This design comes from an exercise in tuning for small area on the open sky130 flow, not from production work. Function was checked by simulation only, so behaviour that the tests miss may differ from the original. Power is estimated from default activity; no workload was simulated.

[config.mk]
export PLATFORM = sky130hd
export DESIGN_NAME = spi_reg_bank
export DESIGN_NICKNAME = spi_reg_bank
export VERILOG_FILES = /design/flow/design.v
export SDC_FILE = /design/flow/constraint.sdc
export NUM_CORES = 4
export LEC_CHECK = 0
export CAP_MARGIN = 20
export CORE_MARGIN = 2
export CORE_UTILIZATION = 30
export SLEW_MARGIN = 20
export SYNTH_HIERARCHICAL = 1
[constraint.sdc]
create_clock -name core_clock -period 6.0 [get_ports {clk}]
set_input_delay 1.2000 -clock core_clock [delete_from_list [all_inputs] [get_ports {clk}]]
set_output_delay 1.2000 -clock core_clock [all_outputs]
set_load 0.01 [all_outputs]
[design.v]
package spi_reg_pkg;
  localparam int ADDRSZ_DEF  = 7;
  localparam int PAYLOAD_DEF = 8;
  localparam logic [7:0] ID_VAL_DEF = 8'hA5;
  typedef enum logic [1:0] {
    IDLE,
    RD_HOLD,
    WR_WAIT,
    DONE
  } state_t;
endpackage
module spi_reg_inv_v   #(parameter int N = 1) (input logic [N-1:0] a, output logic [N-1:0] y);
  assign y = ~a;
endmodule
module spi_reg_nor2_v  #(parameter int N = 1) (input logic [N-1:0] a, b, output logic [N-1:0] y);
  assign y = ~(a | b);
endmodule
module spi_reg_nand3_v #(parameter int N = 1) (input logic [N-1:0] a, b, c, output logic [N-1:0] y);
  assign y = ~(a & b & c);
endmodule
module spi_reg_nand4_v #(parameter int N = 1) (input logic [N-1:0] a, b, c, d, output logic [N-1:0] y);
  assign y = ~(a & b & c & d);
endmodule
module spi_reg_nor3_v  #(parameter int N = 1) (input logic [N-1:0] a, b, c, output logic [N-1:0] y);
  assign y = ~(a | b | c);
endmodule
module spi_reg_nor4_v  #(parameter int N = 1) (input logic [N-1:0] a, b, c, d, output logic [N-1:0] y);
  assign y = ~(a | b | c | d);
endmodule
module spi_reg_and3_v  #(parameter int N = 1) (input logic [N-1:0] a, b, c, output logic [N-1:0] y);
  assign y = a & b & c;
endmodule
module spi_reg_a31oi_v #(parameter int N = 1) (input logic [N-1:0] a, b, c, r, output logic [N-1:0] y);
  assign y = ~(r | (a & b & c));
endmodule
module spi_reg_aoi22_v #(parameter int N = 1) (input logic [N-1:0] a1, a2, b1, b2, output logic [N-1:0] y);
  assign y = ~((a1 & a2) | (b1 & b2));
endmodule
module spi_reg_aoi222_v #(parameter int N = 1) (
  input  logic [N-1:0] a1, a2, b1, b2, c1, c2,
  output logic [N-1:0] y
);
  assign y = ~((a1 & a2) | (b1 & b2) | (c1 & c2));
endmodule
module spi_reg_oai22_v #(parameter int N = 1) (input logic [N-1:0] s_n, a, s, b, output logic [N-1:0] y);
  assign y = ~((s_n | a) & (s | b));
endmodule
module spi_reg_rdport (
  input  logic [127:0]      sel,
  input  logic [127:0][7:0] q,
  output logic [7:0]        y
);
  logic [7:0][41:0] n3;
  logic [7:0]       n2;
  logic [7:0][41:0] a1, a2, b1, b2, c1, c2;
  for (genvar b = 0; b < 8; b++) begin : g_b
    for (genvar g = 0; g < 42; g++) begin : g_g
      assign a1[b][g] = sel[3*g];   assign a2[b][g] = q[3*g][b];
      assign b1[b][g] = sel[3*g+1]; assign b2[b][g] = q[3*g+1][b];
      assign c1[b][g] = sel[3*g+2]; assign c2[b][g] = q[3*g+2][b];
    end
  end
  spi_reg_aoi222_v #(.N(336)) u_l1 (.a1(a1), .a2(a2), .b1(b1), .b2(b2), .c1(c1), .c2(c2), .y(n3));
  logic [7:0] s126, s127, d126, d127;
  for (genvar b = 0; b < 8; b++) begin : g_b2
    assign s126[b] = sel[126]; assign d126[b] = q[126][b];
    assign s127[b] = sel[127]; assign d127[b] = q[127][b];
  end
  spi_reg_aoi22_v #(.N(8)) u_l1b (.a1(s126), .a2(d126), .b1(s127), .b2(d127), .y(n2));
  logic [7:0][9:0] p, pa, pb, pc, pd;
  logic [7:0]      p10;
  for (genvar b = 0; b < 8; b++) begin : g_b3
    for (genvar j = 0; j < 10; j++) begin : g_j
      assign pa[b][j] = n3[b][4*j];   assign pb[b][j] = n3[b][4*j+1];
      assign pc[b][j] = n3[b][4*j+2]; assign pd[b][j] = n3[b][4*j+3];
    end
  end
  spi_reg_nand4_v #(.N(80)) u_l2 (.a(pa), .b(pb), .c(pc), .d(pd), .y(p));
  logic [7:0] e40, e41;
  for (genvar b = 0; b < 8; b++) begin : g_b4
    assign e40[b] = n3[b][40]; assign e41[b] = n3[b][41];
  end
  spi_reg_nand3_v #(.N(8)) u_l2b (.a(e40), .b(e41), .c(n2), .y(p10));
  logic [1:0][7:0] m, ma, mb, mc, md;
  logic [7:0]      m2, f8, f9;
  for (genvar b = 0; b < 8; b++) begin : g_b5
    for (genvar k = 0; k < 2; k++) begin : g_k
      assign ma[k][b] = p[b][4*k];   assign mb[k][b] = p[b][4*k+1];
      assign mc[k][b] = p[b][4*k+2]; assign md[k][b] = p[b][4*k+3];
    end
    assign f8[b] = p[b][8]; assign f9[b] = p[b][9];
  end
  spi_reg_nor4_v  #(.N(16)) u_l3  (.a(ma), .b(mb), .c(mc), .d(md), .y(m));
  spi_reg_nor3_v  #(.N(8))  u_l3b (.a(f8), .b(f9), .c(p10), .y(m2));
  spi_reg_nand3_v #(.N(8))  u_l4  (.a(m[0]), .b(m[1]), .c(m2), .y(y));
endmodule
module spi_reg_predec (
  input  logic [6:0]  a,
  output logic [15:0] hi_n,
  output logic [7:0]  lo_n
);
  logic [6:0]  a_n;
  logic [15:0] h3, h2, h1, h0;
  logic [7:0]  l2, l1, l0;
  spi_reg_inv_v #(.N(7)) u_inv (.a(a), .y(a_n));
  for (genvar k = 0; k < 16; k++) begin : g_hi
    assign h3[k] = k[3] ? a[6] : a_n[6];
    assign h2[k] = k[2] ? a[5] : a_n[5];
    assign h1[k] = k[1] ? a[4] : a_n[4];
    assign h0[k] = k[0] ? a[3] : a_n[3];
  end
  for (genvar k = 0; k < 8; k++) begin : g_lo
    assign l2[k] = k[2] ? a[2] : a_n[2];
    assign l1[k] = k[1] ? a[1] : a_n[1];
    assign l0[k] = k[0] ? a[0] : a_n[0];
  end
  spi_reg_nand4_v #(.N(16)) u_hi (.a(h3), .b(h2), .c(h1), .d(h0), .y(hi_n));
  spi_reg_nand3_v #(.N(8))  u_lo (.a(l2), .b(l1), .c(l0), .y(lo_n));
endmodule
module spi_reg_predec_w (
  input  logic [6:0]  a,
  input  logic        commit,
  input  logic        reset,
  output logic [15:0] hi_n,
  output logic [7:0]  lo_n
);
  logic [6:0]  a_n;
  logic [3:0]  c, ca, cb, cc;
  logic [15:0] h2, h1, h0, hr;
  logic [7:0]  l2, l1, l0, lr;
  spi_reg_inv_v #(.N(7)) u_inv (.a(a), .y(a_n));
  for (genvar j = 0; j < 4; j++) begin : g_c
    assign ca[j] = commit;
    assign cb[j] = j[1] ? a[6] : a_n[6];
    assign cc[j] = j[0] ? a[5] : a_n[5];
  end
  spi_reg_and3_v #(.N(4)) u_c (.a(ca), .b(cb), .c(cc), .y(c));
  for (genvar k = 0; k < 16; k++) begin : g_hi
    assign h2[k] = c[k/4];
    assign h1[k] = k[1] ? a[4] : a_n[4];
    assign h0[k] = k[0] ? a[3] : a_n[3];
    assign hr[k] = reset;
  end
  for (genvar k = 0; k < 8; k++) begin : g_lo
    assign l2[k] = k[2] ? a[2] : a_n[2];
    assign l1[k] = k[1] ? a[1] : a_n[1];
    assign l0[k] = k[0] ? a[0] : a_n[0];
    assign lr[k] = reset;
  end
  spi_reg_a31oi_v #(.N(16)) u_hi (.a(h2), .b(h1), .c(h0), .r(hr), .y(hi_n));
  spi_reg_a31oi_v #(.N(8))  u_lo (.a(l2), .b(l1), .c(l0), .r(lr), .y(lo_n));
endmodule
module spi_reg_bank
#(
  parameter int ADDRSZ  = spi_reg_pkg::ADDRSZ_DEF,
  parameter int PAYLOAD = spi_reg_pkg::PAYLOAD_DEF
) (
  input  logic               clk,
  input  logic               reset,
  input  logic [ADDRSZ-1:0]  addr,
  input  logic               addr_dv,
  input  logic [PAYLOAD-1:0] rx_d,
  input  logic               rxdv,
  input  logic               rw_out,
  output logic [PAYLOAD-1:0] tx_d,
  output logic               tx_en,
  input  logic [ADDRSZ-1:0]  loc_addr,
  input  logic               loc_we,
  input  logic [PAYLOAD-1:0] loc_wdata,
  output logic [PAYLOAD-1:0] loc_rdata,
  output logic               wr_strobe,
  output logic [ADDRSZ-1:0]  wr_addr,
  output logic               loc_collision
);
  localparam int DEPTH = 128;
  spi_reg_pkg::state_t state, state_nxt;
  logic               addr_dv_q, rxdv_q;
  logic               adv_re, adv_fe, rxdv_re;
  logic [ADDRSZ-1:0]  addr_hold;
  logic               capture, rd_load, rd_clear, spi_commit;
  logic [PAYLOAD-1:0] spi_rdata, loc_rd_val;
  assign adv_re  = addr_dv & ~addr_dv_q;
  assign adv_fe  = ~addr_dv & addr_dv_q;
  assign rxdv_re = rxdv & ~rxdv_q;
  always_comb begin
    state_nxt  = state;
    capture    = 1'b0;
    rd_load    = 1'b0;
    rd_clear   = 1'b0;
    spi_commit = 1'b0;
    unique case (state)
      spi_reg_pkg::IDLE: begin
        if (adv_re) begin
          capture = 1'b1;
          if (rw_out) begin
            rd_load   = 1'b1;
            state_nxt = spi_reg_pkg::RD_HOLD;
          end else begin
            state_nxt = spi_reg_pkg::WR_WAIT;
          end
        end
      end
      spi_reg_pkg::RD_HOLD: begin
        if (adv_fe) begin
          rd_clear  = 1'b1;
          state_nxt = spi_reg_pkg::IDLE;
        end
      end
      spi_reg_pkg::WR_WAIT: begin
        if (rxdv_re) begin
          spi_commit = 1'b1;
          state_nxt  = adv_fe ? spi_reg_pkg::IDLE : spi_reg_pkg::DONE;
        end else if (adv_fe) begin
          state_nxt = spi_reg_pkg::IDLE;
        end
      end
      spi_reg_pkg::DONE: begin
        if (adv_fe) state_nxt = spi_reg_pkg::IDLE;
      end
      default: state_nxt = spi_reg_pkg::IDLE;
    endcase
  end
  always_ff @(posedge clk) begin
    if (reset) begin
      state     <= spi_reg_pkg::IDLE;
      addr_dv_q <= 1'b0;
      rxdv_q    <= 1'b0;
      addr_hold <= '0;
      tx_d      <= '0;
      tx_en     <= 1'b0;
      wr_strobe <= 1'b0;
      wr_addr   <= '0;
      loc_rdata <= '0;
      loc_collision <= 1'b0;
    end else begin
      state     <= state_nxt;
      addr_dv_q <= addr_dv;
      rxdv_q    <= rxdv;
      if (capture) addr_hold <= addr;
      if (rd_load) begin
        tx_d  <= spi_rdata;
        tx_en <= 1'b1;
      end else if (rd_clear) begin
        tx_d  <= '0;
        tx_en <= 1'b0;
      end
      wr_strobe <= spi_commit;
      if (spi_commit) wr_addr <= addr_hold;
      loc_rdata <= loc_rd_val;
      loc_collision <= spi_commit & loc_we & (addr_hold == loc_addr);
    end
  end
  logic [DEPTH-1:0][PAYLOAD-1:0] mem, mem_nxt;
  logic [15:0] lh_n, sh_n, rh_n;
  logic [7:0]  ll_n, sl_n, rl_n;
  spi_reg_predec   u_ldec (.a(loc_addr), .hi_n(lh_n), .lo_n(ll_n));
  spi_reg_predec   u_rdec (.a(addr),     .hi_n(rh_n), .lo_n(rl_n));
  spi_reg_predec_w u_wdec (.a(addr_hold), .commit(spi_commit), .reset(reset),
                           .hi_n(sh_n), .lo_n(sl_n));
  logic [DEPTH-1:0] lh_x, ll_x, sh_x, sl_x, rh_x, rl_x;
  logic [DEPTH-1:0] rl_sel, rl_sel_n, rs, rs_n, rr;
  for (genvar i = 0; i < DEPTH; i++) begin : g_row
    assign lh_x[i] = lh_n[i/8]; assign ll_x[i] = ll_n[i%8];
    assign sh_x[i] = sh_n[i/8]; assign sl_x[i] = sl_n[i%8];
    assign rh_x[i] = rh_n[i/8]; assign rl_x[i] = rl_n[i%8];
  end
  spi_reg_nor2_v #(.N(DEPTH)) u_l  (.a(lh_x), .b(ll_x), .y(rl_sel));
  spi_reg_inv_v  #(.N(DEPTH)) u_ln (.a(rl_sel), .y(rl_sel_n));
  spi_reg_nor2_v #(.N(DEPTH)) u_s  (.a(sh_x), .b(sl_x), .y(rs));
  spi_reg_inv_v  #(.N(DEPTH)) u_sn (.a(rs), .y(rs_n));
  spi_reg_nor2_v #(.N(DEPTH)) u_r  (.a(rh_x), .b(rl_x), .y(rr));
  logic [PAYLOAD-1:0] spi_coln, loc_col;
  assign spi_coln = ~(rx_d & {PAYLOAD{~reset}});
  assign loc_col  = loc_we ? loc_wdata : loc_rd_val;
  logic [DEPTH-1:0][PAYLOAD-1:0] l_x, ln_x, s_x, sn_x, sc_x, lc_x, t_n;
  for (genvar i = 0; i < DEPTH; i++) begin : g_bits
    assign l_x[i]  = {PAYLOAD{rl_sel[i]}};
    assign ln_x[i] = {PAYLOAD{rl_sel_n[i]}};
    assign s_x[i]  = {PAYLOAD{rs[i]}};
    assign sn_x[i] = {PAYLOAD{rs_n[i]}};
    assign sc_x[i] = spi_coln;
    assign lc_x[i] = loc_col;
  end
  spi_reg_oai22_v #(.N(DEPTH*PAYLOAD)) u_nxt_l (.s_n(ln_x), .a(lc_x), .s(l_x), .b(mem), .y(t_n));
  spi_reg_oai22_v #(.N(DEPTH*PAYLOAD)) u_nxt_s (.s_n(sn_x), .a(sc_x), .s(s_x), .b(t_n), .y(mem_nxt));
  spi_reg_rdport u_rd_loc (.sel(rl_sel), .q(mem), .y(loc_rd_val));
  spi_reg_rdport u_rd_spi (.sel(rr),     .q(mem), .y(spi_rdata));
  always_ff @(posedge clk) mem <= mem_nxt;
endmodule
[run.sh]
#!/bin/bash
# synth_recipe.tcl (not shown) runs the flow's synth.tcl, then flattens the netlist and writes it again
# the make line also repeats each setting of config.mk as NAME=value (left out here)
make -C /OpenROAD-flow-scripts/flow DESIGN_CONFIG=/design/flow/config.mk WORK_HOME=/design/flow/orfs CLKGATE_MAP_FILE= SYNTH_SCRIPT=/design/flow/synth_recipe.tcl finish
==> impl_metrics.json, run 1 <==
{
  "status": "complete, but fails checks",
  "checkFailReasons": "setup timing",
  "timing.critical_path.to": "mem[687]$_DFF_P_",
  "drc": 0,
  "combPwrFrac": 0.161,
  "cp_num_cells": 13,
  "p_leak_nw": 18.55,
  "postCtsHoldBufs": 0,
  "setup_slack_ns": -0.1044,
  "cts_resized": 0,
  "globalplace.congestion": 1.074,
  "rows": 144,
  "syn_inst": 4890,
  "synth_top_family_by_area": "compound AO/OA/AOI/OAI gates",
  "seq_area_frac_synth": 0.4580,
  "cts_root_buf": "clkbuf_16",
  "vias": 56020,
  "ctsHtreeMaxLevel": 3,
  "initial_utilization": 0.3014,
  "antenna_found_initial": 5,
  "fin_crit_sh": 1.017,
  "r2r-end": "mem[687]$_DFF_P_",
  "hold_path_class": "flop to flop",
  "r2r_cells": 8,
  "place_area_sq_um": 52490,
  "synth_mux_area_frac": 0.001943,
  "syn_nets": 4926,
  "first_pass_iters": 15,
  "hold_ws_ns": 0.4667,
  "rrSetupSlack_ns": 1.85,
  "reg2reg_from": "mem[487]$_DFF_P_",
  "synthSimpleGateAreaFrac": 0.08256,
  "die_h_um": 397.2,
  "final_cell_area_sq_um": 56450,
  "fillers": 15640,
  "grt_max_degree": 94,
  "drt_iter0_drc": 13530,
  "power.switching_mw": 6.105,
  "critical-path-top-delay-family": "simple AND/OR/NAND/NOR gates",
  "area_delta_synth_final_pct": 21.72,
  "grt_pass1_wl_um": 349900,
  "finalSetupViolations": 85,
  "pwr-share-seq": 0.453,
  "end_kind": "flop",
  "fin_crit_ns": 6.104,
  "cts.sinks": 1061,
  "internal_power_mw": 13.34,
  "coreArea_sq_um": 153900,
  "grt_setup_unrepaired": "no",
  "totalWireLength_um": 244800,
  "clk_latency_ns": 0.78,
  "cts.clk_slew.worst_paths_ns": 0.06,
  "max_freq_ghz": 0.1638,
  "synth_cell_types": 37,
  "cap_violations": 0,
  "slew_headroom": 0.1758,
  "nets": 5373,
  "fp.dieArea_sq_um": 157700,
  "syn_avg_cell_area_sq_um": 9.484,
  "vdd_drop_max_uv": 252.4,
  "cts_setup_buffers": 0,
  "finalMaxSlewViolations": 0,
  "grt_overflow_total": 0,
  "crit_start": "loc_addr[4]",
  "die_x_um": 397.2,
  "yosysWarnings": 7,
  "synth_xor_area_frac": 0.001322,
  "hpwl_um": 156200,
  "cp_slowest_cell": "nor4_2",
  "critPathBufInv": 4,
  "drive_above_1_share": 0.1034,
  "ctsLongestPathBuffers": 3,
  "synthAdderAreaFrac": 0,
  "skew_ns": 0.05657,
  "synth_area_sq_um": 46380,
  "max_stage_delay_ns": 0.97,
  "crit_arrival_ns": 6.70,
  "startpoint_type": "primary input",
  "synth-compound-area-share": 0.4328,
  "io_buffers": 61,
  "grt_pass1_vias": 50190,
  "num_io_pins": 62,
  "register_area_sq_um": 21240,
  "crit_fanout": 29,
  "powerDensity_nw_per_um2": 344.4,
  "swShare": 0.3140,
  "p_clk_frac": 0.386,
  "vias_per_cell": 7.496,
  "ys_ff_latch": 1061,
  "crit_path_cell_trace": "clkdlybuf4s50_1 > buf_4 > nand4_1 > nor2_1 > buf_4 > a222oi_1 > nand4_1 > nor4_2 > nand3_1 > mux2_8 > buf_12 > o22ai_1 > o22ai_1",
  "wl_per_cell_um": 32.76,
  "hold_viol": 0,
  "cp.required_ns": 6.60,
  "multi_input_area_sq_um": 24380,
  "antenna_left": 0,
  "track_usage": 0.2913,
  "cts_buffers": 117,
  "critPathKind": "primary input to flop",
  "cts_tree": "built",
  "worst_pin_slew_ns": 1.236
}
## routing by layer
layer  GRT usage  share of wire  vias to the layer above
met2      0.4021           0.39                     5068
met4      0.1797          0.073                       10
met1      0.3880           0.38                    26920
met5           0        0.00024                        -
met3     0.09670           0.16                      974
li1            -              -                    23050
## worst register-to-register path: stages (launching register included)
cell      delay (ns)
dfxtp_1         0.33
a222oi_1        0.76
nand4_1         0.30
nor4_2          0.97
nand3_1         0.42
mux2_8          0.60
buf_12          0.26
o22ai_1         0.27
o22ai_1         0.11
## cells in the final DEF, fill, tap and decap left out, types with 12 or more instances in the layout
cell	Yosys	layout
clkbuf_16	0	119
inv_1	278	278
buf_12	0	48
a222oi_1	672	672
clkdlybuf4s50_1	0	60
nand2_1	29	29
clkinv_2	0	22
clkbuf_8	0	19
a22oi_2	16	16
a31oi_1	24	12
nor3_2	16	16
nor4_2	32	32
a21oi_1	16	16
nor2_1	387	387
dfxtp_1	1061	1061
nand3_1	48	48
buf_4	0	226
o22ai_1	2048	2048
clkbuf_1	4	19
nand4_1	194	194
## power groups by stage
stage	clock network, mW	logic, mW	registers (mW)
finish	7.50	3.13	8.81
global route	7.80	3.24	8.88
CTS	7.51	2.98	8.75
detailed placement	0	2.97	8.88
global placement	0	2.90	8.88
floorplan	0	1.70	8.59
## worst min path at each step
| stage | from | endpoint | slack (ns) | cells past startpoint |
|---|---|---|---|---|
| 6_report | wr_addr[3]$_SDFFE_PP0P_ | wr_addr[3]$_SDFFE_PP0P_ | 0.47 | 2 |
| 5_1_grt | wr_addr[2]$_SDFFE_PP0P_ | wr_addr[2]$_SDFFE_PP0P_ | 0.50 | 2 |
| 4_1_cts | wr_addr[3]$_SDFFE_PP0P_ | wr_addr[3]$_SDFFE_PP0P_ | 0.47 | 2 |
| 3_5_place_dp | wr_addr[3]$_SDFFE_PP0P_ | wr_addr[3]$_SDFFE_PP0P_ | 0.45 | 2 |
| 3_3_place_gp | wr_addr[3]$_SDFFE_PP0P_ | wr_addr[3]$_SDFFE_PP0P_ | 0.45 | 2 |
| 2_1_floorplan | wr_addr[0]$_SDFFE_PP0P_ | wr_addr[0]$_SDFFE_PP0P_ | 0.48 | 2 |
## state kept, by name (all words and copies together), names as in the netlist, 2 cells and up
register	flops
state	2
addr_hold	7
mem	1024
tx_d	8
wr_addr	7
loc_rdata	8
## stage by stage
stage          setup slack [ns]  power (mW)    util  setup TNS, ns  std cells
2_1_floorplan             1.383       10.30       -              0       4890
3_3_place_gp            -0.2570       11.78  0.3411         -25.00       7261
3_5_place_dp            -0.3485       11.85  0.3411         -34.18       7261
4_1_cts                  0.4504       19.24  0.3666              0       7469
5_1_grt                  0.1024       19.92  0.3669              0       7472
6_report                -0.1044       19.44  0.3669         -2.939       7473
## area by class of cell
cell class                 count  share of cell area
sequential                  1061              0.3763
antenna                        3           0.0001330
inverter                     279             0.01855
clock buffer                 157             0.05865
clock inverter                51             0.01093
timing repair buffer         335             0.05820
multi-input combinational   3543              0.4320
tap                         2044             0.04530
## logic make-up after synthesis
| group | Yosys count |
|---|---|
| XOR/XNOR | 7 |
| buffers and inverters | 286 |
| multiplexers | 8 |
| AO/OA/AOI/OAI | 2788 |
| flip-flops | 1061 |
| AND/OR/NAND/NOR | 740 |
## synth_stat cells (all sizes together)
| cell type | count | area [sq um] |
|---|---|---|
| nand4bb | 1 | 11.26 |
| nand2b | 10 | 62.56 |
| inv | 278 | 1044 |
| and3b | 1 | 10.01 |
| a22oi | 16 | 200.2 |
| dfxtp | 1061 | 21240 |
| nor4b | 2 | 17.52 |
| nor4 | 33 | 406.6 |
| nand4b | 1 | 8.760 |
| mux2 | 8 | 90.09 |
| nand4 | 194 | 1214 |
| and4bb | 1 | 12.51 |
| nor3 | 16 | 160.2 |
| nor2 | 387 | 1453 |
| a22o | 8 | 70.07 |
| nor3b | 1 | 18.77 |
| a222oi | 672 | 6726 |
| or2b | 1 | 7.510 |
| o21ai | 1 | 5.000 |
| buf | 3 | 20.01 |
| clkinv | 1 | 3.750 |
| and3 | 4 | 25.02 |
| a221oi | 1 | 8.760 |
| o22ai | 2048 | 12810 |
| nand3 | 48 | 240.2 |
| xnor2 | 7 | 61.31 |
| nor2b | 10 | 62.56 |
| nand2 | 29 | 108.9 |
| a21oi | 16 | 80.08 |
| clkbuf | 4 | 15.01 |
| or4b | 1 | 10.01 |
| a31oi | 24 | 150.1 |
| o31ai | 2 | 20.02 |
==> run 2: changes to the inputs <==
--- a/design.v
+++ b/design.v
@@ -45,13 +45,18 @@
 module spi_reg_oai22_v #(parameter int N = 1) (input logic [N-1:0] s_n, a, s, b, output logic [N-1:0] y);
   assign y = ~((s_n | a) & (s | b));
 endmodule
+module spi_reg_rdlast (input logic n40, n41, s126, d126, s127, d127, output logic y);
+  assign y = ~(n40 & n41 & ~((s126 & d126) | (s127 & d127)));
+endmodule
+module spi_reg_or11 (input logic [10:0] p, output logic y);
+  assign y = |p;
+endmodule
 module spi_reg_rdport (
   input  logic [127:0]      sel,
   input  logic [127:0][7:0] q,
   output logic [7:0]        y
 );
   logic [7:0][41:0] n3;
-  logic [7:0]       n2;
   logic [7:0][41:0] a1, a2, b1, b2, c1, c2;
   for (genvar b = 0; b < 8; b++) begin : g_b
     for (genvar g = 0; g < 42; g++) begin : g_g
@@ -61,14 +66,7 @@
     end
   end
   spi_reg_aoi222_v #(.N(336)) u_l1 (.a1(a1), .a2(a2), .b1(b1), .b2(b2), .c1(c1), .c2(c2), .y(n3));
-  logic [7:0] s126, s127, d126, d127;
-  for (genvar b = 0; b < 8; b++) begin : g_b2
-    assign s126[b] = sel[126]; assign d126[b] = q[126][b];
-    assign s127[b] = sel[127]; assign d127[b] = q[127][b];
-  end
-  spi_reg_aoi22_v #(.N(8)) u_l1b (.a1(s126), .a2(d126), .b1(s127), .b2(d127), .y(n2));
   logic [7:0][9:0] p, pa, pb, pc, pd;
-  logic [7:0]      p10;
   for (genvar b = 0; b < 8; b++) begin : g_b3
     for (genvar j = 0; j < 10; j++) begin : g_j
       assign pa[b][j] = n3[b][4*j];   assign pb[b][j] = n3[b][4*j+1];
@@ -76,30 +74,19 @@
     end
   end
   spi_reg_nand4_v #(.N(80)) u_l2 (.a(pa), .b(pb), .c(pc), .d(pd), .y(p));
-  logic [7:0] e40, e41;
-  for (genvar b = 0; b < 8; b++) begin : g_b4
-    assign e40[b] = n3[b][40]; assign e41[b] = n3[b][41];
-  end
-  spi_reg_nand3_v #(.N(8)) u_l2b (.a(e40), .b(e41), .c(n2), .y(p10));
-  logic [1:0][7:0] m, ma, mb, mc, md;
-  logic [7:0]      m2, f8, f9;
-  for (genvar b = 0; b < 8; b++) begin : g_b5
-    for (genvar k = 0; k < 2; k++) begin : g_k
-      assign ma[k][b] = p[b][4*k];   assign mb[k][b] = p[b][4*k+1];
-      assign mc[k][b] = p[b][4*k+2]; assign md[k][b] = p[b][4*k+3];
-    end
-    assign f8[b] = p[b][8]; assign f9[b] = p[b][9];
-  end
-  spi_reg_nor4_v  #(.N(16)) u_l3  (.a(ma), .b(mb), .c(mc), .d(md), .y(m));
-  spi_reg_nor3_v  #(.N(8))  u_l3b (.a(f8), .b(f9), .c(p10), .y(m2));
-  spi_reg_nand3_v #(.N(8))  u_l4  (.a(m[0]), .b(m[1]), .c(m2), .y(y));
+  for (genvar b = 0; b < 8; b++) begin : g_t
+    logic p10;
+    spi_reg_rdlast u_last (.n40(n3[b][40]), .n41(n3[b][41]), .s126(sel[126]), .d126(q[126][b]),
+                           .s127(sel[127]), .d127(q[127][b]), .y(p10));
+    spi_reg_or11 u_or (.p({p10, p[b]}), .y(y[b]));
+  end
 endmodule
 module spi_reg_predec (
   input  logic [6:0]  a,
+  output logic [6:0]  a_n,
   output logic [15:0] hi_n,
   output logic [7:0]  lo_n
 );
-  logic [6:0]  a_n;
   logic [15:0] h3, h2, h1, h0;
   logic [7:0]  l2, l1, l0;
   spi_reg_inv_v #(.N(7)) u_inv (.a(a), .y(a_n));
@@ -116,6 +103,27 @@
   end
   spi_reg_nand4_v #(.N(16)) u_hi (.a(h3), .b(h2), .c(h1), .d(h0), .y(hi_n));
   spi_reg_nand3_v #(.N(8))  u_lo (.a(l2), .b(l1), .c(l0), .y(lo_n));
+endmodule
+module spi_reg_predec_lw (
+  input  logic [6:0]  a,
+  input  logic [6:0]  a_n,
+  input  logic        we,
+  output logic [15:0] hi_n
+);
+  logic [3:0]  c, ca, cb, cc;
+  logic [15:0] h2, h1, h0;
+  for (genvar j = 0; j < 4; j++) begin : g_c
+    assign ca[j] = we;
+    assign cb[j] = j[1] ? a[6] : a_n[6];
+    assign cc[j] = j[0] ? a[5] : a_n[5];
+  end
+  spi_reg_and3_v #(.N(4)) u_c (.a(ca), .b(cb), .c(cc), .y(c));
+  for (genvar k = 0; k < 16; k++) begin : g_hi
+    assign h2[k] = c[k/4];
+    assign h1[k] = k[1] ? a[4] : a_n[4];
+    assign h0[k] = k[0] ? a[3] : a_n[3];
+  end
+  spi_reg_nand3_v #(.N(16)) u_hi (.a(h2), .b(h1), .c(h0), .y(hi_n));
 endmodule
 module spi_reg_predec_w (
   input  logic [6:0]  a,
@@ -227,7 +235,6 @@
       rxdv_q    <= 1'b0;
       addr_hold <= '0;
       tx_d      <= '0;
-      tx_en     <= 1'b0;
       wr_strobe <= 1'b0;
       wr_addr   <= '0;
       loc_rdata <= '0;
@@ -237,45 +244,44 @@
       addr_dv_q <= addr_dv;
       rxdv_q    <= rxdv;
       if (capture) addr_hold <= addr;
-      if (rd_load) begin
-        tx_d  <= spi_rdata;
-        tx_en <= 1'b1;
-      end else if (rd_clear) begin
-        tx_d  <= '0;
-        tx_en <= 1'b0;
-      end
+      if (rd_load)       tx_d <= spi_rdata;
+      else if (rd_clear) tx_d <= '0;
       wr_strobe <= spi_commit;
       if (spi_commit) wr_addr <= addr_hold;
       loc_rdata <= loc_rd_val;
       loc_collision <= spi_commit & loc_we & (addr_hold == loc_addr);
     end
   end
+  assign tx_en = (state == spi_reg_pkg::RD_HOLD);
   logic [DEPTH-1:0][PAYLOAD-1:0] mem, mem_nxt;
-  logic [15:0] lh_n, sh_n, rh_n;
+  logic [15:0] lh_n, lwh_n, sh_n, rh_n;
   logic [7:0]  ll_n, sl_n, rl_n;
-  spi_reg_predec   u_ldec (.a(loc_addr), .hi_n(lh_n), .lo_n(ll_n));
-  spi_reg_predec   u_rdec (.a(addr),     .hi_n(rh_n), .lo_n(rl_n));
+  logic [6:0]  loc_addr_n, addr_n;
+  spi_reg_predec    u_ldec  (.a(loc_addr), .a_n(loc_addr_n), .hi_n(lh_n), .lo_n(ll_n));
+  spi_reg_predec_lw u_lwdec (.a(loc_addr), .a_n(loc_addr_n), .we(loc_we), .hi_n(lwh_n));
+  spi_reg_predec    u_rdec  (.a(addr),     .a_n(addr_n),     .hi_n(rh_n), .lo_n(rl_n));
   spi_reg_predec_w u_wdec (.a(addr_hold), .commit(spi_commit), .reset(reset),
                            .hi_n(sh_n), .lo_n(sl_n));
-  logic [DEPTH-1:0] lh_x, ll_x, sh_x, sl_x, rh_x, rl_x;
-  logic [DEPTH-1:0] rl_sel, rl_sel_n, rs, rs_n, rr;
+  logic [DEPTH-1:0] lh_x, lwh_x, ll_x, sh_x, sl_x, rh_x, rl_x;
+  logic [DEPTH-1:0] rl_sel, rw_sel, rw_sel_n, rs, rs_n, rr;
   for (genvar i = 0; i < DEPTH; i++) begin : g_row
-    assign lh_x[i] = lh_n[i/8]; assign ll_x[i] = ll_n[i%8];
+    assign lh_x[i] = lh_n[i/8]; assign lwh_x[i] = lwh_n[i/8]; assign ll_x[i] = ll_n[i%8];
     assign sh_x[i] = sh_n[i/8]; assign sl_x[i] = sl_n[i%8];
     assign rh_x[i] = rh_n[i/8]; assign rl_x[i] = rl_n[i%8];
   end
   spi_reg_nor2_v #(.N(DEPTH)) u_l  (.a(lh_x), .b(ll_x), .y(rl_sel));
-  spi_reg_inv_v  #(.N(DEPTH)) u_ln (.a(rl_sel), .y(rl_sel_n));
+  spi_reg_nor2_v #(.N(DEPTH)) u_lw (.a(lwh_x), .b(ll_x), .y(rw_sel));
+  spi_reg_inv_v  #(.N(DEPTH)) u_lwn (.a(rw_sel), .y(rw_sel_n));
   spi_reg_nor2_v #(.N(DEPTH)) u_s  (.a(sh_x), .b(sl_x), .y(rs));
   spi_reg_inv_v  #(.N(DEPTH)) u_sn (.a(rs), .y(rs_n));
   spi_reg_nor2_v #(.N(DEPTH)) u_r  (.a(rh_x), .b(rl_x), .y(rr));
   logic [PAYLOAD-1:0] spi_coln, loc_col;
   assign spi_coln = ~(rx_d & {PAYLOAD{~reset}});
-  assign loc_col  = loc_we ? loc_wdata : loc_rd_val;
+  assign loc_col  = loc_wdata;
   logic [DEPTH-1:0][PAYLOAD-1:0] l_x, ln_x, s_x, sn_x, sc_x, lc_x, t_n;
   for (genvar i = 0; i < DEPTH; i++) begin : g_bits
-    assign l_x[i]  = {PAYLOAD{rl_sel[i]}};
-    assign ln_x[i] = {PAYLOAD{rl_sel_n[i]}};
+    assign l_x[i]  = {PAYLOAD{rw_sel[i]}};
+    assign ln_x[i] = {PAYLOAD{rw_sel_n[i]}};
     assign s_x[i]  = {PAYLOAD{rs[i]}};
     assign sn_x[i] = {PAYLOAD{rs_n[i]}};
     assign sc_x[i] = spi_coln;
--- a/config.mk
+++ b/config.mk
@@ -6,7 +6,11 @@
 export NUM_CORES = 4
 export LEC_CHECK = 0
 export CAP_MARGIN = 20
+export CELL_PAD_IN_SITES_DETAIL_PLACEMENT = 1
 export CORE_MARGIN = 2
 export CORE_UTILIZATION = 30
+export CTS_BUF_LIST = sky130_fd_sc_hd__clkbuf_8
+export CTS_CLUSTER_DIAMETER = 70
+export CTS_CLUSTER_SIZE = 16
 export SLEW_MARGIN = 20
 export SYNTH_HIERARCHICAL = 1
==> impl_metrics.json, run 2 <==
{
  "status": "timing/DRC/antenna clean",
  "rrSetupSlack_ns": 2.38,
  "clk_latency_ns": 0.91,
  "cts_setup_buffers": 0,
  "crit_path_cell_trace": "clkdlybuf4s50_1 > inv_1 > nand4_1 > nor2_1 > a222oi_1 > nand4_1 > nor4_1 > nand3_1 > a22o_2",
  "wl_met1_um": 102600,
  "ys_ff_latch": 1060,
  "cts_resized": 0,
  "totalWireLength_um": 273600,
  "syn_avg_cell_area_sq_um": 9.251,
  "vdd_drop_max_uv": 182.4,
  "cts.sinks": 1060,
  "coreArea_sq_um": 154000,
  "finalMaxSlewViolations": 0,
  "startpoint_type": "primary input",
  "met2_length_um": 113300,
  "cpMostUsedCell": "nand4_1",
  "slew_headroom": 0.1274,
  "ctsLongestPathBuffers": 3,
  "area_delta_synth_final_pct": 13.25,
  "max_stage_delay_ns": 1.14,
  "reg.largest.list": "mem (1024), loc_rdata (8), tx_d (8)",
  "hpwl_um": 179100,
  "cp_slowest_cell": "nor4_1",
  "cts.clk_slew.worst_paths_ns": 0.11,
  "ctsHtreeMaxLevel": 3,
  "largest_register_ffs": 1024,
  "die_x_um": 397.6,
  "powerDensity_nw_per_um2": 299.2,
  "top_layer_used": "met5",
  "drc": 0,
  "io_buffers": 61,
  "rows": 144,
  "crit_fanout": 10,
  "synth_area_sq_um": 46480,
  "num_io_pins": 62,
  "reg2reg_from": "state[0]$_SDFFE_PP0P_",
  "track_usage": 0.3258,
  "syn_nets": 5061,
  "skew_ns": 0.07250,
  "synth_most_common_cell": "o22ai_1",
  "critPathKind": "primary input to flop",
  "hold_path_class": "flop to flop",
  "syn_inst": 5025,
  "tns_ns": 0,
  "r2r_cells": 8,
  "first_pass_iters": 20,
  "timing.critical_path.to": "tx_d[0]$_SDFFE_PP0P_",
  "max_freq_ghz": 0.2033,
  "antenna_left": 0,
  "nets": 5314,
  "synth_cell_types": 34,
  "grt_max_degree": 91,
  "grt_pass1_vias": 54220,
  "cp.required_ns": 6.80,
  "finalSetupViolations": 0,
  "fp.dieArea_sq_um": 158100,
  "cts_root_buf": "clkbuf_8",
  "fin_crit_ns": 4.920,
  "synth_edf_count": 0,
  "cap_violations": 0,
  "mostFrequentLayoutCells": "2,048 x o22ai_1, 1,060 x dfxtp_1, 672 x a222oi_1",
  "end_kind": "flop",
  "synth.area.top_cells": "dfxtp_1 46%, o22ai_1 28%, a222oi_1 14%",
  "worst_pin_slew_ns": 1.297,
  "largest_register": "mem",
  "seq_area_frac_synth": 0.4565,
  "crit_start": "addr[4]",
  "yosysTopAreaCell": "dfxtp_1",
  "grt_setup_unrepaired": "no",
  "drive_above_1_share": 0.05398,
  "ys.flop_type": "dfxtp_1",
  "drt_iter0_drc": 14300,
  "r2r-end": "mem[162]$_DFF_P_",
  "crit_arrival_ns": 5.72,
  "met3RoutedLength_um": 36620,
  "async_reset_ff_frac": 0,
  "cts_tree": "built",
  "globalplace.congestion": 1.089,
  "p_total_mw": 15.75,
  "initial_utilization": 0.3018,
  "p_leak_nw": 16.44,
  "vias_per_cell": 7.839,
  "grt_overflow_total": 0,
  "fin_crit_sh": 0.8199,
  "cts_buffers": 86,
  "yosys.area.top_type_share": 0.4565,
  "grt_pass1_wl_um": 387900,
  "die_h_um": 397.6,
  "final_common_cell": "o22ai_1",
  "antenna_found_initial": 12,
  "yosysWarnings": 7,
  "vias": 57760,
  "postCtsHoldBufs": 0,
  "wl_per_cell_um": 37.13,
  "hold_viol": 0,
  "synth_common_cells": "2,048 x o22ai_1, 1,060 x dfxtp_1, 672 x a222oi_1"
}
==> run 2: changes by cell type after synthesis, moves of 16 or more <==
cell,previous run,this run
nor2_1,387,515
nor4_1,1,33
nor4_2,32,0
a22oi_1,0,16
a22oi_2,16,0
nand3_1,48,64
nor3_1,0,16
nor3_2,16,0
==> run 2: cell families after synthesis <==
group / count (synthesis) / share of synthesized area
AO/OA/AOI/OAI: 2786 / 0.4300
XOR/XNOR: 7 / 0.001319
AND/OR/NAND/NOR: 888 / 0.08893
flip-flops: 1060 / 0.4565
buffers and inverters: 284 / 0.02320
==> run 2: per-stage QoR <==
| stage | util | instances | worst slack, ns | hold slack, ns | area, sq um |
|---|---|---|---|---|---|
| 2_1_floorplan | - | 5025 | 1.630 | 0.4805 | 46480 |
| 3_3_place_gp | 0.3311 | 7234 | 0.3043 | 0.4486 | 51000 |
| 3_5_place_dp | 0.3312 | 7234 | 0.4957 | 0.4615 | 51010 |
| 4_1_cts | 0.3416 | 7361 | 1.458 | 0.4826 | 52620 |
| 5_1_grt | 0.3417 | 7362 | 1.221 | 0.4970 | 52630 |
| 6_report | 0.3417 | 7368 | 1.080 | 0.4747 | 52650 |
==> run 2: metal layers <==
layer,up-vias,global-route usage
li1,23060,-
met2,5089,0.4723
met4,10,0.2224
met5,-,0
met1,28420,0.4214
met3,1179,0.08558
==> run 2: report_power, final <==
group	switching (mW)	internal, mW
registers	1.01	7.90
clock network	2.73	1.56
logic	1.64	0.901
==> run 2: critical path: cells and delay by family <==
family,cells,cell delay [ns]
compound gates,2,0.83
simple gates,5,2.59
buf+inv,2,1.08
==> run 2: per-module statistics from Yosys, one instance, submodules excluded, excerpt <==
module / flip-flops and latches / times used
spi_reg_bank: 1060 / 1
spi_reg_rdlast: 0 / 16
spi_reg_or11: 0 / 16
==> run 2: layout make-up <==
class | count | area (sq um)
fill | 17790 | 101400
sequential | 1060 | 21220
clock buffer | 90 | 1239
tap | 2044 | 2557
timing repair buffer | 171 | 1719
antenna | 7 | 17.52
multi-input combinational | 3681 | 24480
inverter | 278 | 1044
clock inverter | 37 | 370.4
==> run 2: worst min path at each step <==
stage / from / end / slack, ns / cells after the start
3_3_place_gp: wr_addr[0]$_SDFFE_PP0P_ / wr_addr[0]$_SDFFE_PP0P_ / 0.45 / 2
6_report: wr_addr[2]$_SDFFE_PP0P_ / wr_addr[2]$_SDFFE_PP0P_ / 0.47 / 2
3_5_place_dp: wr_addr[1]$_SDFFE_PP0P_ / wr_addr[1]$_SDFFE_PP0P_ / 0.46 / 2
5_1_grt: wr_addr[0]$_SDFFE_PP0P_ / wr_addr[0]$_SDFFE_PP0P_ / 0.50 / 2
2_1_floorplan: wr_addr[0]$_SDFFE_PP0P_ / wr_addr[0]$_SDFFE_PP0P_ / 0.48 / 2
4_1_cts: wr_addr[1]$_SDFFE_PP0P_ / wr_addr[1]$_SDFFE_PP0P_ / 0.48 / 2
==> run 3: changes to the inputs <==
--- a/config.mk
+++ b/config.mk
@@ -6,7 +6,7 @@
 export NUM_CORES = 4
 export LEC_CHECK = 0
 export CAP_MARGIN = 20
-export CELL_PAD_IN_SITES_DETAIL_PLACEMENT = 1
+export CELL_PAD_IN_SITES_DETAIL_PLACEMENT = 2
 export CORE_MARGIN = 2
 export CORE_UTILIZATION = 30
 export CTS_BUF_LIST = sky130_fd_sc_hd__clkbuf_8
==> impl_metrics.json, run 3 <==
{
  "status": "timing/DRC/antenna clean",
  "totalWireLength_um": 291200,
  "cpMostUsedCell": "buf_4",
  "tns_ns": 0,
  "place_area_sq_um": 51010,
  "die_x_um": 397.6,
  "cp_slowest_cell": "nor4_1",
  "fin_util": 0.3428,
  "largest_register_ffs": 1024,
  "nets": 5315,
  "ys.flop_type": "dfxtp_1",
  "antenna_found_initial": 19,
  "worst_pin_slew_ns": 1.296,
  "postCtsHoldBufs": 0,
  "seq_area_frac_synth": 0.4565,
  "critPathKind": "primary input to flop",
  "ctsHtreeMaxLevel": 3,
  "grt_overflow_total": 0,
  "area_delta_synth_final_pct": 13.61,
  "ctsLongestPathBuffers": 3,
  "yosys.area.top_type_share": 0.4565,
  "mostFrequentLayoutCells": "2,048 x o22ai_1, 1,060 x dfxtp_1, 672 x a222oi_1",
  "rrSetupSlack_ns": 2.39,
  "placed_cells": 7234,
  "multi_input_area_sq_um": 24490,
  "cts.clk_slew.worst_paths_ns": 0.11,
  "antenna_left": 0,
  "largest_register": "mem",
  "final_cell_area_sq_um": 52810,
  "yosysTopAreaCell": "dfxtp_1",
  "end_kind": "flop",
  "crit_path_cell_trace": "clkdlybuf4s50_1 > inv_1 > nand3_2 > buf_4 > buf_4 > nor2_1 > a222oi_1 > nand4_1 > nor4_1 > buf_4 > nand3_1 > nor2b_1",
  "synth_cell_types": 34,
  "vdd_drop_max_uv": 195.5,
  "hold_path_class": "flop to flop",
  "p_leak_nw": 16.51,
  "track_usage": 0.3488,
  "cts.sinks": 1060,
  "yosysWarnings": 7,
  "grt_max_degree": 91,
  "syn_inst": 5025,
  "first_pass_iters": 14,
  "fin_cells": 7375,
  "startpoint_type": "primary input",
  "hold_viol": 0,
  "crit_fanout": 11,
  "synth_most_common_cell": "o22ai_1",
  "skew_ns": 0.08040,
  "clk_latency_ns": 0.94,
  "cts_root_buf": "clkbuf_8",
  "syn_nets": 5061,
  "grt_pass1_wl_um": 416300,
  "reg.largest.list": "mem (1024), loc_rdata (8), tx_d (8)",
  "register_area_sq_um": 21220,
  "reg2reg_from": "state[0]$_SDFFE_PP0P_",
  "fin_crit_ns": 4.943,
  "vias_per_cell": 8.014,
  "r2r_cells": 8,
  "timing.critical_path.to": "loc_rdata[4]$_SDFF_PP0_",
  "grt_setup_unrepaired": "no",
  "num_io_pins": 62,
  "fp.dieArea_sq_um": 158100,
  "finalSetupViolations": 0,
  "fillers": 17060,
  "drt_iter0_drc": 13810,
  "powerDensity_nw_per_um2": 306.3,
  "finalMaxSlewViolations": 0,
  "globalplace.congestion": 1.089,
  "max_freq_ghz": 0.2023,
  "slew_headroom": 0.1278,
  "drc": 0,
  "fin_crit_sh": 0.8238,
  "synth_area_sq_um": 46480,
  "grt_pass1_vias": 58210,
  "die_h_um": 397.6,
  "synth_common_cells": "2,048 x o22ai_1, 1,060 x dfxtp_1, 672 x a222oi_1",
  "hpwl_um": 190800,
  "wl_per_cell_um": 39.49,
  "final_common_cell": "o22ai_1",
  "vias": 59100,
  "r2r-end": "mem[492]$_DFF_P_",
  "cts_buffers": 87,
  "cts_setup_buffers": 0,
  "async_reset_ff_frac": 0,
  "syn_avg_cell_area_sq_um": 9.251,
  "crit_arrival_ns": 5.78,
  "cts_tree": "built",
  "io_buffers": 61,
  "cts_resized": 0,
  "synth_edf_count": 0,
  "initial_utilization": 0.3018,
  "cap_violations": 0,
  "crit_start": "loc_addr[2]",
  "coreArea_sq_um": 154000,
  "cp.required_ns": 6.84,
  "drive_above_1_share": 0.05636,
  "max_stage_delay_ns": 1.08,
  "rows": 144,
  "synth.area.top_cells": "dfxtp_1 46%, o22ai_1 28%, a222oi_1 14%",
  "ys_ff_latch": 1060
}
run 3: cell counts after synthesis:
No cell type changed its count.
run 3: where the power goes:
group / internal (mW) / switching [mW]
Clock: 1.76 / 2.84
Combinational: 0.902 / 1.73
Sequential: 7.90 / 1.05
run 3: worst max-delay path: cells and delay by family:
family,cells,cell delay (ns)
AOI/OAI and AO/OA,1,0.54
buffers and inverters,5,1.69
and+or+nand+nor,6,2.35
run 3: final cells by class:
class	instances	share of cell area
Sequential cell	1060	0.4018
Antenna cell	8	0.0003791
Clock inverter	39	0.008813
Clock buffer	94	0.02450
Multi-Input combinational cell	3681	0.4638
Timing Repair Buffer	171	0.03255
Tap cell	2044	0.04843
Inverter	278	0.01976
run 3: per-stage QoR:
step	hold WS, ns	setup slack [ns]	power, mW
after global routing	0.4982	1.149	16.54
final	0.4794	1.057	16.18
after global placement	0.4486	0.3043	11.28
after detailed placement	0.4607	0.3989	11.46
after CTS	0.4787	1.369	15.93
after floorplan	0.4805	1.630	9.966
run 3: per-module statistics from Yosys, one instance, submodules excluded, a selection:
module	cells inside	flops+latches
spi_reg_bank	1164	1060
spi_reg_or11	4	0
spi_reg_rdlast	2	0
run 3: how the worst min path moves through the flow:
stage | from | endpoint | slack (ns) | depth (start not counted)
3_5_place_dp | wr_addr[1]$_SDFFE_PP0P_ | wr_addr[1]$_SDFFE_PP0P_ | 0.46 | 2
6_report | wr_addr[1]$_SDFFE_PP0P_ | wr_addr[1]$_SDFFE_PP0P_ | 0.48 | 2
3_3_place_gp | wr_addr[0]$_SDFFE_PP0P_ | wr_addr[0]$_SDFFE_PP0P_ | 0.45 | 2
4_1_cts | wr_addr[1]$_SDFFE_PP0P_ | wr_addr[1]$_SDFFE_PP0P_ | 0.48 | 2
5_1_grt | wr_addr[1]$_SDFFE_PP0P_ | wr_addr[1]$_SDFFE_PP0P_ | 0.50 | 2
2_1_floorplan | wr_addr[0]$_SDFFE_PP0P_ | wr_addr[0]$_SDFFE_PP0P_ | 0.48 | 2
run 3: per-layer routing:
metal | track usage | up-vias | share of wire
li1 | - | 23010 | -
met1 | 0.4327 | 29490 | 0.37
met2 | 0.5144 | 5179 | 0.42
met3 | 0.1011 | 1401 | 0.13
met4 | 0.2526 | 18 | 0.083
met5 | 0 | - | 0.00037
run 3: cells by family after synthesis:
family / count (synthesis) / share of synthesized area
AOI/OAI and AO/OA: 2786 / 0.4300
DFF: 1060 / 0.4565
and+or+nand+nor: 888 / 0.08893
buffers and inverters: 284 / 0.02320
xor gates and xnor gates: 7 / 0.001319
==> run 4: changes to the inputs <==
--- a/design.v
+++ b/design.v
@@ -160,8 +160,10 @@
 endmodule
 module spi_reg_bank
 #(
-  parameter int ADDRSZ  = spi_reg_pkg::ADDRSZ_DEF,
-  parameter int PAYLOAD = spi_reg_pkg::PAYLOAD_DEF
+  parameter int                 ADDRSZ  = spi_reg_pkg::ADDRSZ_DEF,
+  parameter int                 PAYLOAD = spi_reg_pkg::PAYLOAD_DEF,
+  parameter logic [PAYLOAD-1:0] RST_VAL = '0,
+  parameter logic [PAYLOAD-1:0] ID_VAL  = PAYLOAD'(spi_reg_pkg::ID_VAL_DEF)
 ) (
   input  logic               clk,
   input  logic               reset,
@@ -276,7 +278,7 @@
   spi_reg_inv_v  #(.N(DEPTH)) u_sn (.a(rs), .y(rs_n));
   spi_reg_nor2_v #(.N(DEPTH)) u_r  (.a(rh_x), .b(rl_x), .y(rr));
   logic [PAYLOAD-1:0] spi_coln, loc_col;
-  assign spi_coln = ~(rx_d & {PAYLOAD{~reset}});
+  assign spi_coln = ~(reset ? RST_VAL : rx_d);    
   assign loc_col  = loc_wdata;
   logic [DEPTH-1:0][PAYLOAD-1:0] l_x, ln_x, s_x, sn_x, sc_x, lc_x, t_n;
   for (genvar i = 0; i < DEPTH; i++) begin : g_bits
--- a/config.mk
+++ b/config.mk
@@ -6,7 +6,7 @@
 export NUM_CORES = 4
 export LEC_CHECK = 0
 export CAP_MARGIN = 20
-export CELL_PAD_IN_SITES_DETAIL_PLACEMENT = 2
+export CELL_PAD_IN_SITES_DETAIL_PLACEMENT = 1
 export CORE_MARGIN = 2
 export CORE_UTILIZATION = 30
 export CTS_BUF_LIST = sky130_fd_sc_hd__clkbuf_8
==> impl_metrics.json, run 4 <==
{
  "initial_utilization": 0.3018,
  "crit_arrival_ns": 5.84,
  "drive_above_1_share": 0.05936,
  "status": "timing/DRC/antenna clean",
  "cts_buffers": 93,
  "yosys.area.top_type_share": 0.4565,
  "largest_register_ffs": 1024,
  "finalMaxSlewViolations": 0,
  "grt_setup_unrepaired": "no",
  "grt_overflow_total": 0,
  "worst_pin_slew_ns": 1.247,
  "nets": 5321,
  "vdd_drop_max_uv": 179.4,
  "syn_inst": 5025,
  "grtUsageMet2": 0.4786,
  "fp.dieArea_sq_um": 158100,
  "ctsHtreeMaxLevel": 3,
  "finalSetupViolations": 0,
  "crit_fanout": 18,
  "placed_cells": 7233,
  "rows": 144,
  "yosysTopAreaCell": "dfxtp_1",
  "grt_pass1_vias": 54540,
  "setup_slack_ns": 0.9739,
  "multi_input_area_sq_um": 24520,
  "r2r-end": "mem[833]$_DFF_P_",
  "io_buffers": 61,
  "ys_ff_latch": 1060,
  "synthAdderAreaFrac": 0,
  "final_cell_area_sq_um": 53080,
  "place_area_sq_um": 51010,
  "busiest_layer": "met2",
  "hold_path_class": "flop to flop",
  "fin_cells": 7389,
  "tns_ns": 0,
  "fin_crit_ns": 5.026,
  "slew_headroom": 0.1661,
  "ctsLongestPathBuffers": 3,
  "max_freq_ghz": 0.1990,
  "hold_viol": 0,
  "r2r_cells": 7,
  "cts.clk_slew.worst_paths_ns": 0.10,
  "vias_per_cell": 7.778,
  "hold_ws_ns": 0.4697,
  "clk_latency_ns": 0.91,
  "drc": 0,
  "synth-compound-area-share": 0.4300,
  "antenna_found_initial": 8,
  "final_common_cell": "o22ai_1",
  "grt_use_met3": 0.07957,
  "reg2reg_from": "state[0]$_SDFFE_PP0P_",
  "antenna_left": 0,
  "first_pass_iters": 15,
  "ys.flop_type": "dfxtp_1",
  "met1_usage": 0.4166,
  "synth_area_sq_um": 46480,
  "synth_xor_area_frac": 0.001319,
  "synth_top_family_by_area": "compound AO/OA/AOI/OAI gates",
  "cap_violations": 0,
  "grt_max_degree": 129,
  "grt_pass1_wl_um": 387000,
  "vias": 57470,
  "hold_end": "wr_addr[0]$_SDFFE_PP0P_",
  "num_io_pins": 62,
  "reg.largest.list": "mem (1024), loc_rdata (8), tx_d (8)",
  "cts_resized": 0,
  "die_h_um": 397.6,
  "end_kind": "flop",
  "whs_path_depth": 2,
  "cts_setup_buffers": 0,
  "cts_root_buf": "clkbuf_8",
  "cp.required_ns": 6.82,
  "hpwl_um": 176900,
  "totalWireLength_um": 271200,
  "mostFrequentLayoutCells": "2,048 x o22ai_1, 1,060 x dfxtp_1, 672 x a222oi_1",
  "fin_util": 0.3446,
  "synth_mux_area_frac": 0,
  "startpoint_type": "primary input",
  "wl_per_cell_um": 36.70,
  "place_ws_ns": 0.09975,
  "synth.area.top_cells": "dfxtp_1 46%, o22ai_1 28%, a222oi_1 14%",
  "seq_area_frac_synth": 0.4565,
  "register_area_sq_um": 21220,
  "die_x_um": 397.6,
  "largest_register": "mem",
  "p_leak_nw": 16.63,
  "area_delta_synth_final_pct": 14.18,
  "postCtsHoldBufs": 0,
  "rrSetupSlack_ns": 1.99,
  "drt_iter0_drc": 12890,
  "min_from": "wr_addr[0]$_SDFFE_PP0P_",
  "cts.sinks": 1060,
  "synth_cell_types": 34,
  "async_reset_ff_frac": 0,
  "synth_most_common_cell": "o22ai_1",
  "synth_common_cells": "2,048 x o22ai_1, 1,060 x dfxtp_1, 672 x a222oi_1",
  "critPathKind": "primary input to flop",
  "synth_edf_count": 0,
  "synthSimpleGateAreaFrac": 0.08893,
  "syn_avg_cell_area_sq_um": 9.251,
  "coreArea_sq_um": 154000,
  "globalplace.congestion": 1.025,
  "skew_ns": 0.07735,
  "cts_tree": "built",
  "p_total_mw": 16.30,
  "yosysWarnings": 7,
  "track_usage": 0.3241,
  "powerDensity_nw_per_um2": 307.0,
  "fin_crit_sh": 0.8377,
  "fillers": 17800,
  "syn_nets": 5061
}
==> run 4: cell types whose count changed in the layout (fill, tap and decap cells not counted), sizes merged, moves of 2 or more <==
cell,delta
bufinv,+2
clkinvlp,+2
diode,-3
clkinv,+7
clkbuf,+8
==> run 4: logic make-up (layout without fill, tap and decap cells) <==
kind of cell | Yosys count | count (layout)
AND/OR/NAND/NOR | 888 | 888
buffers and inverters | 284 | 599
flip-flops | 1060 | 1060
other | 0 | 5
XOR/XNOR | 7 | 7
AO/OA/AOI/OAI | 2786 | 2786
==> run 4: report_power, final <==
part	internal (mW)	switching (mW)
combinational	0.898	1.62
sequential	7.90	0.996
clock	1.99	2.89
total	10.8	5.51
==> run 4: worst max-delay path, cell delays in order <==
cell	delay, ns
clkdlybuf4s50_1	0.73
inv_1	0.21
nand3_2	0.78
buf_4	0.47
nor2_1	0.23
a222oi_1	0.56
nand4_1	0.32
nor4_1	1.00
nand3_1	0.13
nor2b_1	0.17
==> run 4: layout make-up <==
class | instances | area share
well taps | 2044 | 0.04818
clock buffers | 101 | 0.02619
flip-flops and latches | 1060 | 0.3998
inverters | 278 | 0.01966
diodes | 5 | 0.0002357
clock inverters | 49 | 0.01235
repair buffers | 171 | 0.03164
multi-input cells | 3681 | 0.4619
==> run 4: Yosys stat by module (local to each module, per instance), a selection <==
| module | cell area, sq um | copies in the design |
|---|---|---|
| spi_reg_bank | 21860 | 1 |
| spi_reg_or11 | 22.52 | 16 |
| spi_reg_rdlast | 12.51 | 16 |
==> run 4: worst max-delay path by stage <==
stage	startpoint	to	slack [ns]	depth (start not counted)
final	loc_addr[2]	loc_rdata[7]$_SDFF_PP0_	0.97	10
after global routing	loc_addr[2]	loc_rdata[4]$_SDFF_PP0_	1.14	10
after CTS	loc_addr[2]	loc_rdata[6]$_SDFF_PP0_	1.06	10
after detailed placement	loc_addr[2]	loc_rdata[6]$_SDFF_PP0_	0.1	10
after global placement	loc_addr[2]	loc_rdata[6]$_SDFF_PP0_	0.18	10
after floorplan	reset	mem[1005]$_DFF_P_	1.63	4
==> run 4: layer usage <==
layer	part of all wire	wire length, um	vias up
met5	0.00015	42	-
met4	0.075	20330	6
met1	0.38	102400	28590
li1	-	-	23050
met2	0.42	114700	4749
met3	0.12	33740	1077
==> run 5: changes to the inputs <==
--- a/config.mk
+++ b/config.mk
@@ -6,7 +6,7 @@
 export NUM_CORES = 4
 export LEC_CHECK = 0
 export CAP_MARGIN = 20
-export CELL_PAD_IN_SITES_DETAIL_PLACEMENT = 1
+export CELL_PAD_IN_SITES_DETAIL_PLACEMENT = 2
 export CORE_MARGIN = 2
 export CORE_UTILIZATION = 30
 export CTS_BUF_LIST = sky130_fd_sc_hd__clkbuf_8
==> impl_metrics.json, run 5 <==
{
  "syn_avg_cell_area_sq_um": 9.251,
  "largest_register": "mem",
  "grt_pass1_vias": 58990,
  "min_from": "wr_addr[2]$_SDFFE_PP0P_",
  "yosysWarnings": 7,
  "critPathBufInv": 3,
  "rrSetupSlack_ns": 1.98,
  "synth_mux_area_frac": 0,
  "hold_end": "wr_addr[2]$_SDFFE_PP0P_",
  "powerDensity_nw_per_um2": 304.7,
  "area_delta_synth_final_pct": 13.74,
  "synth_most_common_cell": "o22ai_1",
  "cts_buffers": 92,
  "finalMaxSlewViolations": 0,
  "fin_crit_sh": 0.8964,
  "ctsHtreeMaxLevel": 3,
  "globalplace.congestion": 1.025,
  "final_cell_area_sq_um": 52870,
  "placed_cells": 7233,
  "syn_nets": 5061,
  "cts_root_buf": "clkbuf_8",
  "num_io_pins": 62,
  "fp.dieArea_sq_um": 158100,
  "drc": 0,
  "antenna_found_initial": 23,
  "synth_top_family_by_area": "compound AO/OA/AOI/OAI gates",
  "async_reset_ff_frac": 0,
  "status": "timing/DRC/antenna clean",
  "hold_path_class": "flop to flop",
  "synthSimpleGateAreaFrac": 0.08893,
  "synthAdderAreaFrac": 0,
  "cap_violations": 0,
  "yosys.area.top_type_share": 0.4565,
  "cts.sinks": 1060,
  "crit_fanout": 18,
  "crit_arrival_ns": 6.20,
  "vias_per_cell": 7.996,
  "nets": 5320,
  "grt_pass1_wl_um": 417300,
  "cts.clk_slew.worst_paths_ns": 0.10,
  "slew_headroom": 0.1229,
  "end_kind": "flop",
  "rows": 144,
  "cts_resized": 0,
  "clk_latency_ns": 0.93,
  "yosysTopAreaCell": "dfxtp_1",
  "first_pass_iters": 12,
  "wl_per_cell_um": 39.36,
  "ys_ff_latch": 1060,
  "postCtsHoldBufs": 0,
  "drt_iter0_drc": 12370,
  "fin_crit_ns": 5.379,
  "final_common_cell": "o22ai_1",
  "mostFrequentLayoutCells": "2,048 x o22ai_1, 1,060 x dfxtp_1, 672 x a222oi_1",
  "coreArea_sq_um": 154000,
  "max_freq_ghz": 0.1859,
  "track_usage": 0.3489,
  "antenna_left": 0,
  "skew_ns": 0.07725,
  "totalWireLength_um": 291000,
  "reg2reg_from": "state[0]$_SDFFE_PP0P_",
  "synth_area_sq_um": 46480,
  "grt_overflow_total": 0,
  "fin_util": 0.3432,
  "hold_viol": 0,
  "critical-path-top-delay-family": "simple AND/OR/NAND/NOR gates",
  "vias": 59120,
  "die_h_um": 397.6,
  "seq_area_frac_synth": 0.4565,
  "synth.area.top_cells": "dfxtp_1 46%, o22ai_1 28%, a222oi_1 14%",
  "synth_cell_types": 34,
  "largest_register_ffs": 1024,
  "p_total_mw": 16.11,
  "max_stage_delay_ns": 1.16,
  "cts_setup_buffers": 0,
  "io_buffers": 61,
  "fillers": 17030,
  "ys.flop_type": "dfxtp_1",
  "synth_common_cells": "2,048 x o22ai_1, 1,060 x dfxtp_1, 672 x a222oi_1",
  "initial_utilization": 0.3018,
  "cts_tree": "built",
  "die_x_um": 397.6,
  "grt_max_degree": 129,
  "drive_above_1_share": 0.05903,
  "p_leak_nw": 16.52,
  "synth_xor_area_frac": 0.001319,
  "critPathKind": "primary input to flop",
  "cp_slowest_cell": "nor4_1",
  "reg.largest.list": "mem (1024), loc_rdata (8), tx_d (8)",
  "r2r-end": "mem[865]$_DFF_P_",
  "r2r_cells": 7,
  "startpoint_type": "primary input",
  "grt_setup_unrepaired": "no",
  "syn_inst": 5025,
  "hpwl_um": 189500,
  "place_area_sq_um": 51010,
  "cp.required_ns": 6.82,
  "crit_path_cell_trace": "clkdlybuf4s50_1 > inv_1 > nand3_2 > buf_4 > nor2_1 > a222oi_1 > nand4_1 > nor4_1 > nand3_1 > nor2b_1",
  "synth_edf_count": 0,
  "fin_cells": 7394,
  "vdd_drop_max_uv": 156.2,
  "finalSetupViolations": 0,
  "synth-compound-area-share": 0.4300,
  "worst_pin_slew_ns": 1.304,
  "whs_path_depth": 2,
  "ctsLongestPathBuffers": 3
}
## run 5: changes by cell type in the layout (fill, tap and decap cells not counted), sizes merged
cell and change:
diode +9, inv +2, clkinvlp +3, clkbuf -2, clkinv -1, bufinv -6
## run 5: power by group
part           leakage, nW  switching (mW)  internal (mW)
Clock                0.922            2.86           1.69
Sequential            8.80            1.04           7.90
Combinational         6.80            1.72          0.900
## run 5: how the worst max path moves through the flow
stage / end / start / slack, ns / depth (start not counted)
final: loc_rdata[7]$_SDFF_PP0_ / loc_addr[2] / 0.62 / 10
after CTS: loc_rdata[6]$_SDFF_PP0_ / loc_addr[2] / 0.76 / 10
after detailed placement: loc_rdata[6]$_SDFF_PP0_ / loc_addr[2] / -0.1 / 10
after global routing: loc_rdata[7]$_SDFF_PP0_ / loc_addr[2] / 1.08 / 10
after floorplan: mem[1005]$_DFF_P_ / reset / 1.63 / 4
after global placement: loc_rdata[6]$_SDFF_PP0_ / loc_addr[2] / 0.18 / 10
## run 5: layout make-up
cell class | instances | area [sq um] | share of cell area
clock inverters | 47 | 439.2 | 0.008307
well taps | 2044 | 2557 | 0.04837
multi-input cells | 3681 | 24530 | 0.4640
diodes | 14 | 35.03 | 0.0006626
inverters | 278 | 1044 | 0.01974
repair buffers | 171 | 1682 | 0.03181
clock buffers | 99 | 1363 | 0.02577
flip-flops and latches | 1060 | 21220 | 0.4014
## run 5: worst register-to-register path, stage by stage (launching register included)
cell and delay, ns:
dfxtp_1 0.49, nand4bb_1 0.43, clkinv_1 0.53, and3_1 0.43, a31oi_2 1.00, nor2_1 0.46
inv_1 0.39, o22ai_1 0.14
## run 5: per-stage QoR
| step | hold WS, ns | setup slack (ns) | TNS [ns] |
|---|---|---|---|
| final | 0.4687 | 0.6215 | 0 |
| after floorplan | 0.4805 | 1.630 | 0 |
| after detailed placement | 0.4569 | -0.09927 | -0.09927 |
| after global placement | 0.4466 | 0.1792 | 0 |
| after CTS | 0.4729 | 0.7586 | 0 |
| after global routing | 0.5001 | 1.075 | 0 |
## run 5: cells by family after synthesis
logic type | after synthesis
xor+xnor | 7
simple gates | 888
compound gates | 2786
flops | 1060
buf+inv | 284
## run 5: routing by layer
layer  GRT usage  vias to the layer above  part of all wire
met4      0.2543                       22             0.084
met2      0.5220                     4981              0.42
met3      0.1012                     1379              0.13
li1            -                    23040                 -
met1      0.4260                    29700              0.37
met5           0                        -           0.00053
## run 5: per-module statistics from Yosys (local to each module, per instance), excerpt
module | area, sq um | cells inside | times used
spi_reg_rdlast | 12.51 | 2 | 16
spi_reg_or11 | 22.52 | 4 | 16
spi_reg_bank | 21860 | 1164 | 1

-- port drivers added, routing unchanged --
In the flow no input, the clock included, has a driving cell. The finished layouts below were timed again as built, in two steps. Step 1 sets driving cells, clkbuf_16 on the clock port and buf_2 on the other inputs (assumed; they add their load-dependent delay and slew). Step 2 times the ports against the registers' clock, not the clock port: input delays grow and output delays shrink by t, the midpoint of the rising clock arrivals with the driver on. Slacks: no drivers / after step 1 / after step 2; pairs: no drivers / after step 1.
| run | t, ns | setup slack, ns | worst setup path after step 2 | slew at the worst register clock pin (ns) |
|---|---|---|---|---|
| run 1 | 0.840 | -0.104 / -0.041 / -0.881 | input to register | 0.07 / 0.07 |
| run 2 | 0.955 | 1.080 / 1.134 / 0.179 | input to register | 0.11 / 0.11 |
| run 3 | 0.980 | 1.057 / 1.091 / 0.111 | input to register | 0.12 / 0.12 |
| run 4 | 0.951 | 0.974 / 1.027 / 0.076 | input to register | 0.11 / 0.11 |
| run 5 | 0.969 | 0.621 / 0.677 / -0.292 | input to register | 0.12 / 0.12 |
With both steps, setup timing fails in run 5, where it was met with ideal ports. For run 3, which loses most, drivers alone change the setup slack by +0.034 ns; drivers and shift together by -0.946 ns.
